What follows belongs to an exercise in optimizing a design on an open flow for small area, a short achievable clock period and few clock cycles per item; a production flow would make more cautious choices. The RTL was checked by simulation tests, not by an equivalence proof against the original design. Power is estimated from default activity; no workload was simulated.

zinc:
==> flow/design.v (excerpt) <==
module ep_filter_stream #(
  parameter int unsigned PIX_W = 8,
  parameter int unsigned WIN   = 3,
  parameter int unsigned WGT_W = 4
) (
  input  logic                     clk,
  input  logic                     rst_n,
  input  logic                     in_valid,
  output logic                     in_ready,
  input  logic [WIN*WIN*PIX_W-1:0] in_win,
  input  logic                     in_sof,
  input  logic                     in_eol,
  input  logic [3:0]               thr_shift,
  input  logic                     bypass,
  output logic                     out_valid,
  input  logic                     out_ready,
  output logic [PIX_W-1:0]         out_pix,
  output logic                     out_sof,
  output logic                     out_eol
);
  logic vld_c0;
  logic [7:0] p0_c1;
  logic [7:0] p1_c2;
  logic [7:0] p2_c3;
  logic [7:0] p3_c4;
  logic [7:0] p4_c5;
  logic [7:0] p5_c6;
  logic [7:0] p6_c7;
  logic [7:0] p7_c8;
  logic [7:0] p8_c9;
  logic [7:0] dif0_11;
  logic [7:0] gp0_12;
  logic [7:0] pp0_13;
  logic [8:0] gg0_14;
  logic [8:0] pg0_15;
  logic sg0_16;
  logic sp0_17;
  logic sg0_18;
  logic sp0_19;
  logic sg0_20;
  logic sp0_21;
  logic sg0_22;
  logic sp0_23;
  logic sg0_24;
  logic sp0_25;
  logic sg0_26;
  logic sp0_27;
  logic sg0_28;
  logic sp0_29;
  logic sg0_30;
  logic sp0_31;
  logic sg0_32;
  logic sp0_33;
  logic sg0_34;
  logic sp0_35;
  logic sg0_36;
  logic sp0_37;
  logic sg0_38;
  logic sp0_39;
  logic [7:0] dif1_40;
  logic [7:0] gp1_41;
  logic [7:0] pp1_42;
  logic [8:0] gg1_43;
  logic [8:0] pg1_44;
  logic sg1_45;
  logic sp1_46;
  logic sg1_47;
  logic sp1_48;
  logic sg1_49;
  logic sp1_50;
  logic sg1_51;
  logic sp1_52;
  logic sg1_53;
  logic sp1_54;
  logic sg1_55;
  logic sp1_56;
  logic sg1_57;
  logic sp1_58;
  logic sg1_59;
  logic sp1_60;
  logic sg1_61;
  logic sp1_62;
  logic sg1_63;
  logic sp1_64;
  logic sg1_65;
  logic sp1_66;
  logic sg1_67;
  logic sp1_68;
  logic [7:0] dif2_69;
  logic [7:0] gp2_70;
  logic [7:0] pp2_71;
  logic [8:0] gg2_72;
  logic [8:0] pg2_73;
  logic sg2_74;
  logic sp2_75;
  logic sg2_76;
  logic sp2_77;
  logic sg2_78;
  logic sp2_79;
  logic sg2_80;
  logic sp2_81;
  logic sg2_82;
  logic sp2_83;
  logic sg2_84;
  ...
clock: 5.0 ns
lec_check: 0
abc_area: 1
cap_margin: 5
core_margin: 2
core_utilization: 40
cts_buf_list: sky130_fd_sc_hd__clkbuf_8
cts_cluster_diameter: 50
cts_cluster_size: 16
setup_slack_margin: 2.1
slew_margin: 5
synth_hierarchical: 1
standard.sh (not shown) runs the stock make flow with config.mk's settings and CLKGATE_MAP_FILE= SYNTH_SCRIPT=/design/flow/synth_recipe.tcl, a recipe that flattens the netlist after the stock synthesis.
==> flow/flow/run.sh <==
#!/bin/bash
# The standard layout (the standard.sh, unchanged), except that the port buffers that
# global placement inserts on every input and output are sky130_fd_sc_hd__buf_2 cells rather
# than the resizer's default pick; timing repair still resizes them where it needs to.
# The ORFS tools write their logs under orfs/logs/; make's own output goes to standard.log.
set -euo pipefail
bash standard.sh BUFFER_PORTS_ARGS="-buffer_cell sky130_fd_sc_hd__buf_2" finish > standard.log 2>&1
Testbench counts of zinc, summed over its fixed seeds: cycles 16,064, items 16,000.
The inputs of willow differ from those of zinc as listed below.
- CAP_MARGIN: 5 -> 20
- SLEW_MARGIN: 5 -> 20
Findings:
Of willow and zinc, zinc shows the higher post-CTS setup-driven buffer insertion count, with willow below it.
Comparing willow and zinc, the lower routed metal-1 wire length is on willow.
Per the comparison of willow with zinc, total design power shows a reduction of 220 uW, power spent charging and discharging nets shows a reduction of 78 uW, ratio of final minimum period to clock period shows a reduction of 0.42 points, final critical delay including setup and external delays shows a reduction of 0.021 ns.
Looking at routed wire length across both flows, willow is the stronger of the two, with zinc trailing.
On post-synthesis instance area, willow and zinc are neck and neck.
Between willow and zinc, the final HPWL from detailed placement figures differ only marginally.
Edits applied to the flow inputs when going from willow to lagoon:
- changing SETUP_SLACK_MARGIN from 2.1 to 2.2
## What came out
- lagoon finished all stages; the layout is clean.
- Re overall die width: no difference whatsoever between willow and lagoon.
- met4 as the top layer reached by signal wires was reported by willow, and met5 by lagoon.
- The final reports for lagoon and willow show area growth from synthesis to layout higher in the former.
- Summed instance area of the synthesized netlist: lagoon vs willow identical
- Cmp willow and lagoon / final setup slack of the worst path / lower: willow
- willow and lagoon ended up with nearly the same met1 usage.
- Changes observed in lagoon relative to willow: clock share of power moved up; design area rose 4.0%; portion of total power attributed to combinational logic now sits higher; DRC violation total after the first TritonRoute iteration saw a decrease.

## afterwards: timing with drivers on the ports
The results above use ideal ports. As a check the final layouts listed here were re-extracted and re-timed, cells and wires unchanged. Step 1, drivers: a clkbuf_16 drives clk and a buf_2 each remaining input, both assumed. Step 2, shift: input delay + t, output delay - t, t = (earliest + latest rising clock arrival at the registers) / 2. This alone moves slack from input paths to output paths. Slacks: ideal ports / drivers / drivers and shift; pairs: ideal ports / drivers.
| run | t (ns) | setup slack, ns | worst hold slack (ns) | clock arrival spread, ns |
|---|---|---|---|---|
| zinc | 0.740 | 2.077 / 2.029 / 1.289 | 0.309 / 0.271 / 0.329 | 0.049 / 0.049 |
| willow | 0.722 | 2.098 / 2.039 / 1.317 | 0.320 / 0.294 / 0.320 | 0.048 / 0.049 |
| lagoon | 0.722 | 2.162 / 2.076 / 1.355 | 0.303 / 0.291 / 0.303 | 0.051 / 0.051 |
After both steps every run listed still meets setup and hold. For lagoon, which loses most, drivers alone change the setup slack by -0.086 ns; drivers and shift together by -0.807 ns.
